Source: an optimization exercise on an open RTL-to-GDS flow (aim: a short achievable clock period and few clock cycles per item). Production flows keep margins and buffers that such runs may drop.
Function was checked by simulation only, so behaviour that the tests miss may differ from the original.
Power figures rest on the tool's default switching activity, not on a simulated workload.

### run.sh
#!/bin/bash
# synth_recipe.tcl (not shown) runs the flow's synth.tcl, then flattens the netlist and writes it again
# the make line also repeats each setting of config.mk as NAME=value (left out here)
make -C /OpenROAD-flow-scripts/flow DESIGN_CONFIG=/design/flow/config.mk WORK_HOME=/design/flow/orfs CLKGATE_MAP_FILE= SYNTH_SCRIPT=/design/flow/synth_recipe.tcl finish
### config.mk
export PLATFORM = sky130hd
export DESIGN_NAME = riscv_pipeline
export DESIGN_NICKNAME = riscv_pipeline
export VERILOG_FILES = /design/flow/design.v
export SDC_FILE = /design/flow/constraint.sdc
export NUM_CORES = 4
export LEC_CHECK = 0
export ABC_CLOCK_PERIOD_IN_PS = 3000
export CAP_MARGIN = 20
export CORE_MARGIN = 2
export CORE_UTILIZATION = 40
export SETUP_SLACK_MARGIN = 3.6
export SLEW_MARGIN = 20
export TNS_END_PERCENT = 100
### constraint.sdc
create_clock -name core_clock -period 7.0 [get_ports {clk}]
set_input_delay 1.4000 -clock core_clock [delete_from_list [all_inputs] [get_ports {clk}]]
set_output_delay 1.4000 -clock core_clock [all_outputs]
set_load 0.01 [all_outputs]
### design.v
package riscv_pipe_pkg;
    typedef logic [31:0] word_t;
    typedef logic [4:0]  reg_addr_t;
    typedef logic [2:0]  funct3_t;
    typedef enum logic [3:0] {
        ALU_ADD,
        ALU_SUB,
        ALU_SLT,
        ALU_SLTU,
        ALU_XOR,
        ALU_OR,
        ALU_AND,
        ALU_SLL,
        ALU_SRL,
        ALU_SRA
    } alu_op_t;
    typedef struct packed {
        alu_op_t alu_op;
        logic    alu_src_imm;
        logic    mem_read;
        logic    mem_write;
        logic    reg_write;
        logic    branch;
    } ctrl_t;
endpackage
`timescale 1ns/1ps
module riscv_pipeline (
    input  logic                  clk,
    input  logic                  rst,
    input  riscv_pipe_pkg::word_t instruction,
    input  riscv_pipe_pkg::word_t read_data,
    output riscv_pipe_pkg::word_t pc,
    output logic                  imem_read,
    output riscv_pipe_pkg::word_t data_addr,
    output riscv_pipe_pkg::word_t write_data,
    output logic                  mem_read,
    output logic                  mem_write,
    output riscv_pipe_pkg::word_t wb_data
);
    localparam int BT_BITS = 4;
    localparam int BT_N    = 1 << BT_BITS;
    localparam int TAG_LO  = 2 + BT_BITS;
    logic [31:0] f_pc;
    logic [BT_N-1:0]    bt_v;
    logic [11:TAG_LO]   bt_tag [BT_N];
    logic [11:2]        bt_tgt [BT_N];
    logic [1:0]         bt_ctr [BT_N];
    logic               u_br;
    logic               u_tk;
    logic [11:2]        u_pc;
    logic [11:2]        u_tgt;
    logic        d_valid;
    logic [31:0] d_pc;
    logic        d_ptaken;
    logic        e_valid;
    logic        e_hold;
    logic [31:0] e_pc;
    logic [31:0] e_pc4;
    logic [31:0] e_tgt;
    logic        e_ptaken;
    logic [31:0] e_a;
    logic [31:0] e_b;
    logic [31:0] e_sd;
    logic        e_bimm;
    logic [4:0]  e_rd;
    logic        e_wr;
    logic        e_ld;
    logic        e_st;
    logic        e_br;
    logic        e_c_eq, e_c_ne, e_c_lt, e_c_ge, e_c_ltu, e_c_geu;
    logic        e_sub;
    logic        e_s_add;
    logic        e_s_slt;
    logic        e_s_sltu;
    logic        e_s_xor;
    logic        e_s_or;
    logic        e_s_and;
    logic        e_s_sll;
    logic        e_s_sr;
    logic        e_sra;
    logic        e_fa_m, e_la_m, e_la_w;
    logic        e_fb_m;
    logic        e_fs_m, e_ls_m, e_ls_w;
    logic [31:0] m_res;
    logic [31:0] m_sd;
    logic        m_ld;
    logic        m_st;
    logic        m_wr;
    logic [4:0]  m_rd;
    logic [31:0] w_res;
    logic        w_ld;
    logic        w_ld_out;   
    logic        w_wr;
    logic [4:0]  w_rd;
    logic [31:0] rf [1:31];
    assign pc         = f_pc;
    assign imem_read  = !e_hold;
    assign data_addr  = m_res;
    assign write_data = m_sd;
    assign mem_read   = m_ld;
    assign mem_write  = m_st;
    assign wb_data    = w_ld_out ? read_data : w_res;
    logic [31:0] w_val;
    assign w_val = w_ld ? read_data : w_res;
    logic [BT_BITS-1:0] f_idx;
    logic               f_pred;
    logic [31:0]        f_ptgt;
    logic [31:0]        f_seq;
    assign f_idx  = f_pc[TAG_LO-1:2];
    assign f_pred = bt_v[f_idx] && bt_tag[f_idx] == f_pc[11:TAG_LO] && bt_ctr[f_idx][1] &&
                    f_pc[31:12] == 20'd0;
    assign f_ptgt = {20'd0, bt_tgt[f_idx], 2'b00};
    assign f_seq  = f_pred ? f_ptgt : f_pc + 32'd4;
    logic [31:0] ins;
    logic [6:0]  opc;
    logic [2:0]  f3;
    logic        alt;
    logic        is_op, is_imm, is_alu, is_lui, is_ld, is_st, is_br;
    logic [4:0]  rd, rs1, rs2;
    logic        use_a, use_2, bimm, wr;
    logic [31:0] imm_i, imm_s, imm_u, imm_b, imm;
    logic [31:0] d_tgt;
    logic        d_static;
    assign ins    = instruction;
    assign opc    = ins[6:0];
    assign f3     = ins[14:12];
    assign alt    = ins[31:25] == 7'b0100000;
    assign is_op  = opc == 7'b0110011;
    assign is_imm = opc == 7'b0010011;
    assign is_alu = is_op || is_imm;
    assign is_lui = opc == 7'b0110111;
    assign is_ld  = opc == 7'b0000011  && f3 == 3'b010;
    assign is_st  = opc == 7'b0100011 && f3 == 3'b010;
    assign is_br  = opc == 7'b1100011;
    assign rd     = ins[11:7];
    assign rs1    = ins[19:15];
    assign rs2    = ins[24:20];
    assign use_a  = is_alu || is_ld || is_st || is_br;
    assign use_2  = is_op || is_st || is_br;
    assign bimm   = is_imm || is_ld || is_st || is_lui;
    assign wr     = (is_alu || is_lui || is_ld) && rd != 5'd0;
    assign imm_i  = {{20{ins[31]}}, ins[31:20]};
    assign imm_s  = {{20{ins[31]}}, ins[31:25], ins[11:7]};
    assign imm_u  = {ins[31:12], 12'b0};
    assign imm_b  = {{19{ins[31]}}, ins[31], ins[7], ins[30:25], ins[11:8], 1'b0};
    assign imm    = is_st ? imm_s : is_lui ? imm_u : imm_i;
    assign d_tgt  = d_pc + imm_b;
    assign d_static = d_valid && is_br && ins[31] && !d_ptaken;
    logic hit_ea, hit_ma, hit_wa, hit_e2, hit_m2, hit_w2;
    assign hit_ea = use_a && e_wr && e_rd == rs1;
    assign hit_ma = use_a && m_wr && m_rd == rs1;
    assign hit_wa = w_wr && w_rd == rs1;
    assign hit_e2 = use_2 && e_wr && e_rd == rs2;
    assign hit_m2 = use_2 && m_wr && m_rd == rs2;
    assign hit_w2 = w_wr && w_rd == rs2;
    logic [31:0] rd_a, rd_2, rf_a, rf_2;
    assign rd_a = (rs1 == 5'd0) ? 32'd0 : rf[rs1];
    assign rd_2 = (rs2 == 5'd0) ? 32'd0 : rf[rs2];
    assign rf_a = !use_a ? 32'd0 : hit_ma ? m_res : hit_wa ? w_val : rd_a;
    assign rf_2 = hit_m2 ? m_res : hit_w2 ? w_val : rd_2;
    logic [31:0] fa, fb, fs;
    logic [32:0] sum;
    logic [31:0] sll, sr;
    logic        lt, ltu;
    logic [31:0] res;
    logic        br_eq, br_lt, br_ltu, cond;
    logic        act_tk, redirect, tgt_fetching, full_redirect, part_redirect;
    logic [31:0] fix_pc;
    assign fa = e_fa_m ? m_res : e_a;
    assign fb = e_fb_m ? m_res : e_b;
    assign fs = e_fs_m ? m_res : e_sd;
    assign sum = {1'b0, fa} + {1'b0, fb ^ {32{e_sub}}} + {32'd0, e_sub};
    assign ltu = !sum[32];
    assign lt  = (fa[31] ^ fb[31]) ? fa[31] : sum[31];
    assign sll = fa << fb[4:0];
    assign sr  = $signed({e_sra && fa[31], fa}) >>> fb[4:0];
    assign res = ({32{e_s_add}}  & sum[31:0])
               | ({32{e_s_slt}}  & {31'd0, lt})
               | ({32{e_s_sltu}} & {31'd0, ltu})
               | ({32{e_s_xor}}  & (fa ^ fb))
               | ({32{e_s_or}}   & (fa | fb))
               | ({32{e_s_and}}  & (fa & fb))
               | ({32{e_s_sll}}  & sll)
               | ({32{e_s_sr}}   & sr);
    logic eq_rr, eq_mr, eq_rm, lt_rr, lt_mr, lt_rm, ltu_rr, ltu_mr, ltu_rm;
    assign eq_rr  = e_a == e_sd;
    assign eq_mr  = m_res == e_sd;
    assign eq_rm  = e_a == m_res;
    assign lt_rr  = $signed(e_a) < $signed(e_sd);
    assign lt_mr  = $signed(m_res) < $signed(e_sd);
    assign lt_rm  = $signed(e_a) < $signed(m_res);
    assign ltu_rr = e_a < e_sd;
    assign ltu_mr = m_res < e_sd;
    assign ltu_rm = e_a < m_res;
    always_comb begin
        case ({e_fa_m, e_fs_m})
            2'b00: begin br_eq = eq_rr; br_lt = lt_rr; br_ltu = ltu_rr; end
            2'b10: begin br_eq = eq_mr; br_lt = lt_mr; br_ltu = ltu_mr; end
            2'b01: begin br_eq = eq_rm; br_lt = lt_rm; br_ltu = ltu_rm; end
            default: begin br_eq = 1'b1; br_lt = 1'b0; br_ltu = 1'b0; end
        endcase
    end
    assign cond = (e_c_eq && br_eq) || (e_c_ne && !br_eq) || (e_c_lt && br_lt) ||
                  (e_c_ge && !br_lt) || (e_c_ltu && br_ltu) || (e_c_geu && !br_ltu);
    assign act_tk   = e_br && cond;
    assign redirect = e_valid && !e_hold && (e_ptaken != act_tk);
    assign fix_pc   = e_ptaken ? e_pc4 : e_tgt;
    assign tgt_fetching  = e_tgt == f_pc;
    assign full_redirect = redirect && !(!e_ptaken && tgt_fetching);
    assign part_redirect = redirect && !e_ptaken && tgt_fetching;
    always_ff @(posedge clk) begin
        if (rst) begin
            f_pc    <= 32'h0000_0000;
            d_valid <= 1'b0;
        end else if (!e_hold) begin
            if (full_redirect) begin
                f_pc    <= fix_pc;
                d_valid <= 1'b0;
            end else if (part_redirect) begin
                f_pc    <= f_seq;
                d_valid <= 1'b1;
            end else begin
                f_pc    <= d_static ? d_tgt : f_seq;
                d_valid <= !d_static;
            end
        end
    end
    always_ff @(posedge clk) begin
        if (!e_hold) begin
            d_pc     <= f_pc;
            d_ptaken <= f_pred;
        end
    end
    always_ff @(posedge clk) begin
        if (rst) begin
            e_valid  <= 1'b0;
            e_hold   <= 1'b0;
            e_wr     <= 1'b0;
            e_ld     <= 1'b0;
            e_st     <= 1'b0;
            e_br     <= 1'b0;
            e_ptaken <= 1'b0;
            e_fa_m   <= 1'b0; e_la_m <= 1'b0; e_la_w <= 1'b0;
            e_fb_m   <= 1'b0;
            e_fs_m   <= 1'b0; e_ls_m <= 1'b0; e_ls_w <= 1'b0;
        end else if (e_hold) begin
            e_hold   <= e_la_m || e_ls_m;
            e_fa_m   <= 1'b0; e_la_m <= 1'b0; e_la_w <= e_la_m;
            e_fb_m   <= 1'b0;
            e_fs_m   <= 1'b0; e_ls_m <= 1'b0; e_ls_w <= e_ls_m;
        end else begin
            logic v;
            v = d_valid && !redirect;
            e_valid  <= v;
            e_wr     <= v && wr;
            e_ld     <= v && is_ld;
            e_st     <= v && is_st;
            e_br     <= v && is_br;
            e_ptaken <= v && (d_ptaken || d_static);
            e_fa_m   <= hit_ea && !e_ld;
            e_la_m   <= v && hit_ea && e_ld;
            e_la_w   <= v && !hit_ea && hit_ma && m_ld;
            e_fb_m   <= !bimm && hit_e2 && !e_ld;
            e_fs_m   <= hit_e2 && !e_ld;
            e_ls_m   <= v && hit_e2 && e_ld;
            e_ls_w   <= v && !hit_e2 && hit_m2 && m_ld;
            e_hold   <= v && ((hit_ea || hit_e2) && e_ld ||
                              (!hit_ea && hit_ma || !hit_e2 && hit_m2) && m_ld);
        end
    end
    always_ff @(posedge clk) begin
        if (e_hold) begin
            e_a  <= e_la_w ? read_data : fa;
            e_sd <= e_ls_w ? read_data : fs;
            if (!e_bimm)
                e_b <= e_ls_w ? read_data : fs;
        end else begin
            e_a       <= rf_a;
            e_b       <= bimm ? imm : rf_2;
            e_sd      <= rf_2;
            e_bimm    <= bimm;
            e_rd      <= rd;
            e_pc      <= d_pc;
            e_pc4     <= d_pc + 32'd4;
            e_tgt     <= d_tgt;
            e_c_eq    <= f3 == 3'b000  && imm_b != 32'd4;
            e_c_ne    <= f3 == 3'b001  && imm_b != 32'd4;
            e_c_lt    <= f3 == 3'b100  && imm_b != 32'd4;
            e_c_ge    <= f3 == 3'b101  && imm_b != 32'd4;
            e_c_ltu   <= f3 == 3'b110 && imm_b != 32'd4;
            e_c_geu   <= f3 == 3'b111 && imm_b != 32'd4;
            e_sub     <= (is_op && f3 == 3'b000 && alt) ||
                         (is_alu && (f3 == 3'b010 || f3 == 3'b011));
            e_s_add   <= !is_alu || f3 == 3'b000;
            e_s_slt   <= is_alu && f3 == 3'b010;
            e_s_sltu  <= is_alu && f3 == 3'b011;
            e_s_xor   <= is_alu && f3 == 3'b100;
            e_s_or    <= is_alu && f3 == 3'b110;
            e_s_and   <= is_alu && f3 == 3'b111;
            e_s_sll   <= is_alu && f3 == 3'b001;
            e_s_sr    <= is_alu && f3 == 3'b101;
            e_sra     <= alt;
        end
    end
    always_ff @(posedge clk) begin
        if (rst) begin
            m_ld <= 1'b0;
            m_st <= 1'b0;
            m_wr <= 1'b0;
        end else begin
            m_ld <= e_ld && !e_hold;
            m_st <= e_st && !e_hold;
            m_wr <= e_wr && !e_hold;
        end
    end
    always_ff @(posedge clk) begin
        m_res <= res;
        m_sd  <= fs;
        m_rd  <= e_rd;
    end
    always_ff @(posedge clk) begin
        if (rst) begin
            w_ld <= 1'b0;
            w_wr <= 1'b0;
        end else begin
            w_ld <= m_ld;
            w_wr <= m_wr;
        end
    end
    always_ff @(posedge clk) begin
        w_res    <= m_res;
        w_rd     <= m_rd;
        w_ld_out <= m_ld;
    end
    always_ff @(posedge clk) begin
        if (rst) begin
            for (int i = 1; i < 32; i++)
                rf[i] <= 32'd0;
        end else if (w_wr) begin
            rf[w_rd] <= w_val;
        end
    end
    always_ff @(posedge clk) begin
        if (rst) begin
            u_br <= 1'b0;
        end else begin
            u_br <= e_br && !e_hold && e_pc[31:12] == 20'd0 && e_tgt[31:12] == 20'd0;
        end
    end
    always_ff @(posedge clk) begin
        u_tk  <= act_tk;
        u_pc  <= e_pc[11:2];
        u_tgt <= e_tgt[11:2];
    end
    logic [BT_BITS-1:0] u_idx;
    logic               u_hit;
    assign u_idx = u_pc[TAG_LO-1:2];
    assign u_hit = bt_v[u_idx] && bt_tag[u_idx] == u_pc[11:TAG_LO];
    always_ff @(posedge clk) begin
        if (rst) begin
            bt_v <= '0;
            for (int i = 0; i < BT_N; i++) begin
                bt_tag[i] <= '0;
                bt_tgt[i] <= '0;
                bt_ctr[i] <= '0;
            end
        end else if (u_br) begin
            if (u_tk) begin
                if (u_hit) begin
                    if (bt_ctr[u_idx] != 2'b11)
                        bt_ctr[u_idx] <= bt_ctr[u_idx] + 2'd1;
                end else begin
                    bt_v[u_idx]   <= 1'b1;
                    bt_tag[u_idx] <= u_pc[11:TAG_LO];
                    bt_tgt[u_idx] <= u_tgt;
                    bt_ctr[u_idx] <= 2'b10;
                end
            end else if (u_hit && bt_ctr[u_idx] != 2'b00) begin
                bt_ctr[u_idx] <= bt_ctr[u_idx] - 2'd1;
            end
        end
    end
endmodule
==> impl_metrics.py <==
metrics = {
    "power_and_ir_drop": {
        "p_int_mw": 19.8,
        "vdd_drop_max_v": 0.000254,
        "powerDensity_nw_per_um2": 234,
        "combPwrFrac_pct": 18.5,
        "power.leakage_nw": 44.2,
        "power_mw": 28.0,
        "seqPwrFrac_pct": 43.9,
        "pwr-share-clk_pct": 37.6,
        "swShare_pct": 29.5,
        "p_sw_mw": 8.27,
    },
    "timing": {
        "slew_violations": 0,
        "period_share_pct": 56.9,
        "worst_clock_skew_ns": 0.117,
        "tightest_slew_ns": 1.20,
        "finalCriticalPeriod_ns": 3.99,
        "fmax_mhz": 251,
        "finalSetupViolCount": 0,
        "rsz0062_at_grt": "true",
        "slew_headroom_pct": 19.5,
        "setup_tns_ns": 0,
        "hold_viol": 0,
    },
    "grt": {
        "grt_max_degree": 76,
        "track_usage_pct": 30.3,
        "grt_pass1_vias": 71200,
        "gr-total-overflow": 0,
        "grt_pass1_wl_um": 529000,
        "antenna_found_initial": 21,
    },
    "floorplan": {
        "die_area_um2": 244000,
        "row_count": 179,
        "io_pins": 197,
        "core_um2": 238000,
        "dieWidth_um": 494,
        "die_h_um": 494,
        "start_util_pct": 40.3,
    },
    "critical_path": {
        "crit_chain": "buf_4 -> ha_4 -> nand4_4 -> nor4_4 -> a21oi_1 -> o211ai_1 -> mux2_4 -> a21o_1 -> o41ai_4 -> buf_12 -> mux2i_4 -> buf_12 -> nor2_4 -> or4_1",
        "required_ns": 7.75,
        "path_depth": 14,
        "crit_path_end_kind": "flip-flop",
        "critical-path-top-delay-family": "simple AND/OR/NAND/NOR gates",
        "worstSetupStartpointType": "flip-flop",
        "worstSetupPathType": "reg -> reg",
        "crit_top_cell": "buf_12",
        "crit_path_max_incr_delay_ns": 0.51,
        "r2r_cells": 14,
        "cpMaxStageDelayCell": "or4_1",
        "crit_arrival_ns": 4.74,
        "cp_num_buf_inv": 3,
        "path_max_fanout": 7,
    },
    "place": {
        "port-buffer-count": 196,
        "placedCellCount": 10500,
        "gp_congestion": 0.993,
        "dp.final_hpwl_um": 225000,
    },
    "cells_and_area": {
        "stdcell_count": 11400,
        "area_delta_synth_final_pct": 24.6,
        "final_nets": 8376,
        "drive_above_1_share_pct": 33.4,
        "fillCellCount": 20200,
    },
    "clocking": {
        "clk_latency_ns": 0.92,
        "cts.sinks": 1757,
        "cts_htree_levels": 4,
        "clockBufferDepth": 3,
        "holdBufCountCts": 0,
        "cts_made_buffers": 192,
        "cts_tree": "done",
        "cts-root-buf": "clkbuf_16",
        "clk_pin_slew_ns": 0.06,
    },
    "run": {
        "maxCapViolations": 0,
    },
    "route": {
        "detail_route.wl_per_cell_um": 33.7,
        "vias": 73800,
        "ant_nets": 0,
        "drt-total-wl_um": 385000,
        "drc_errors": 0,
        "drt_first_pass_iters": 8,
        "routed_via_density": 6.46,
        "drt_iter0_drc": 10900,
    },
    "logic_synthesis": {
        "synth-seq-cells": 1757,
        "synth_top_area_share_pct": 46.7,
        "ys_async_sr_fraction_pct": 0,
        "synth-edff-count": 1492,
        "synth.distinct_cells": 89,
        "synth_ff_type": "edfxtp_1",
        "syn-num-nets": 7940,
        "syn_area_um2": 96000,
        "syn_area_per_cell_um2": 12.6,
        "yosysWarnings": 1,
        "netlist_instances": 7641,
        "synth.area.top_cells": "edfxtp_1, mux4_2, dfxtp_1",
        "synth_area_leader_cell": "edfxtp_1",
        "seq_area_frac_synth_pct": 52.2,
    },
    "run_status": {
        "status": "timing/DRC/antenna clean",
    },
    "hold_path": {
        "hold_depth": 0,
        "hp-class": "reg -> reg",
    },
}
[sequential cells by signal, summed over array words and instances, names as in the netlist, 10 cells and up, named ones only]
name and cells:
rf 1024, bt_tgt 160, bt_tag 96, bt_ctr 32
d_pc 32, e_a 32, e_b 32, e_pc 32
e_sd 32, f_pc 32, m_res 32, m_sd 32
w_res 32, e_tgt 31, e_pc4 30, bt_v 16
u_pc 10, u_tgt 10
[metrics by stage]
stage	util, %	area (um2)	hold slack, ns	setup slack, ns
CTS	48.5	116000	0.321	3.12
floorplan	-	97900	0.323	3.24
detailed placement	43.1	103000	0.328	1.68
global route	50.2	120000	0.336	2.82
finish	50.2	120000	0.329	3.01
global placement	43.1	103000	0.330	1.62
[power by group through the flow]
stage	combinational (mW)	clock [mW]	sequential (mW)
after global routing	5.37	11.0	12.3
after floorplan	2.69	0	12.2
final	5.18	10.5	12.3
after CTS	4.69	10.6	12.3
after global placement	4.24	0	12.5
after detailed placement	4.27	0	12.5
[kinds of logic (layout without fill, tap and decap cells)]
kind of cell / count (synthesis) / count (layout) / synth area share, %
AND/OR/NAND/NOR: 2388 / 2393 / 11.0
flip-flops: 1757 / 1757 / 52.2
AO/OA/AOI/OAI: 1110 / 1110 / 7.48
multiplexers: 1062 / 1066 / 20.9
buffers and inverters: 885 / 1480 / 3.53
adder cells (fa/ha/maj): 233 / 233 / 3.05
XOR/XNOR: 206 / 206 / 1.88
other: 0 / 10 / 0
[layout by cell type (no fill, tap or decap), drive strengths merged, types with 240 or more instances in the layout]
cell type,netlist,layout
nor2,1327,1327
nand2,391,395
dfxtp,265,265
and2,274,274
buf,140,732
a21oi,248,248
o21ai,324,324
mux2i,240,244
clkbuf,511,291
mux4,743,743
edfxtp,1492,1492
inv,230,240
[worst paths after layout]
path                     start                     to  slack (ns)
min reg2reg  e_pc[7]$_DFFE_PN_        u_pc[7]$_DFF_P_        0.33
max reg2reg  m_res[15]$_DFF_P_  f_pc[12]$_SDFFE_PP0N_        3.01
min          e_pc[7]$_DFFE_PN_        u_pc[7]$_DFF_P_        0.33
max          m_res[15]$_DFF_P_  f_pc[12]$_SDFFE_PP0N_        3.01
[layer usage]
layer	track usage (%)	vias up	wire length, um
li1	-	29800	-
met1	40.2	37700	141000
met2	46.6	5239	174000
met3	6.85	1075	45800
met4	15.5	10	23700
met5	0	-	70
[worst register-to-register path, stage by stage, from the launching register on]
cell      delay [ns]
dfxtp_4         0.37
buf_4           0.15
ha_4            0.30
nand4_4         0.15
nor4_4          0.34
a21oi_1         0.11
o211ai_1        0.44
mux2_4          0.35
a21o_1          0.20
o41ai_4         0.27
buf_12          0.17
mux2i_4         0.28
buf_12          0.18
nor2_4          0.03
or4_1           0.51
[synthesized netlist by cell type (all sizes together), types with 8 or more instances]
cell and n:
edfxtp 1492, nor2 1327, mux4 743, clkbuf 511
nand2 391, o21ai 324, and2 274, dfxtp 265
a21oi 248, mux2i 240, ha 231, inv 230
buf 140, xnor2 122, xor2 84, mux2 79
nand3 78, o211ai 69, nor3 63, a211oi 60
nand2b 58, a21o 53, a31oi 51, nor4 46
nand4 40, o22ai 38, and3 32, a222oi 31
nor2b 31, o221ai 31, a22oi 29, a22o 18
o2111ai 18, nor3b 15, o21a 15, o22a 14
o21bai 13, a221o 11, a221oi 10, o31ai 10
o32ai 9, o211a 8, or2 8
[layout make-up]
type                       instances  area [um2]  share of cell area, %
sequential                      1757       50400                   42.1
multi-input combinational       5008       47600                   39.8
timing repair buffer             882       10300                   8.64
clock buffer                     260        5280                   4.41
tap                             3167        3960                   3.31
clock inverter                   102        1190                  0.991
inverter                         234         908                  0.759
antenna                           10        25.0                 0.0209
timing repair inverter             2        17.5                 0.0146
[what timing repair did]
action / CTS / global route
endpoints found under the setup margin: 1194 / 1014
cloned: 42 / 22
resized for setup: 1104 / 500
pin swaps: 160 / 142
buffers inserted: 271 / 157
Testbench counts, summed over its fixed seeds: cycles 16,893, instructions 15,718.

afterwards: timing with drivers on the ports:
Ports are ideal in the flow. The routed layout listed here was re-timed in OpenROAD.
Step 1, drivers: a clkbuf_16 drives clk and a buf_2 each remaining input, both assumed.
Step 2 moves the port delays by t, midway between the first and last clock arrival at a register: inputs arrive t later, outputs are due t later. That takes back most of the time a late clock gives input paths.
a / b / c = no drivers / after step 1 / after step 2; a / b = the first two.
t, ns: 0.946
setup slack, ns: 3.014 / 3.014 / 2.369
worst setup path at the end: input to register
clock arrival spread, ns: 0.118 / 0.117
worst slew at a driven data input, ns: 0.41
After both steps setup and hold are still met in this run. The setup slack of this run moves by 0.000 ns with the drivers and by -0.645 ns with both steps.
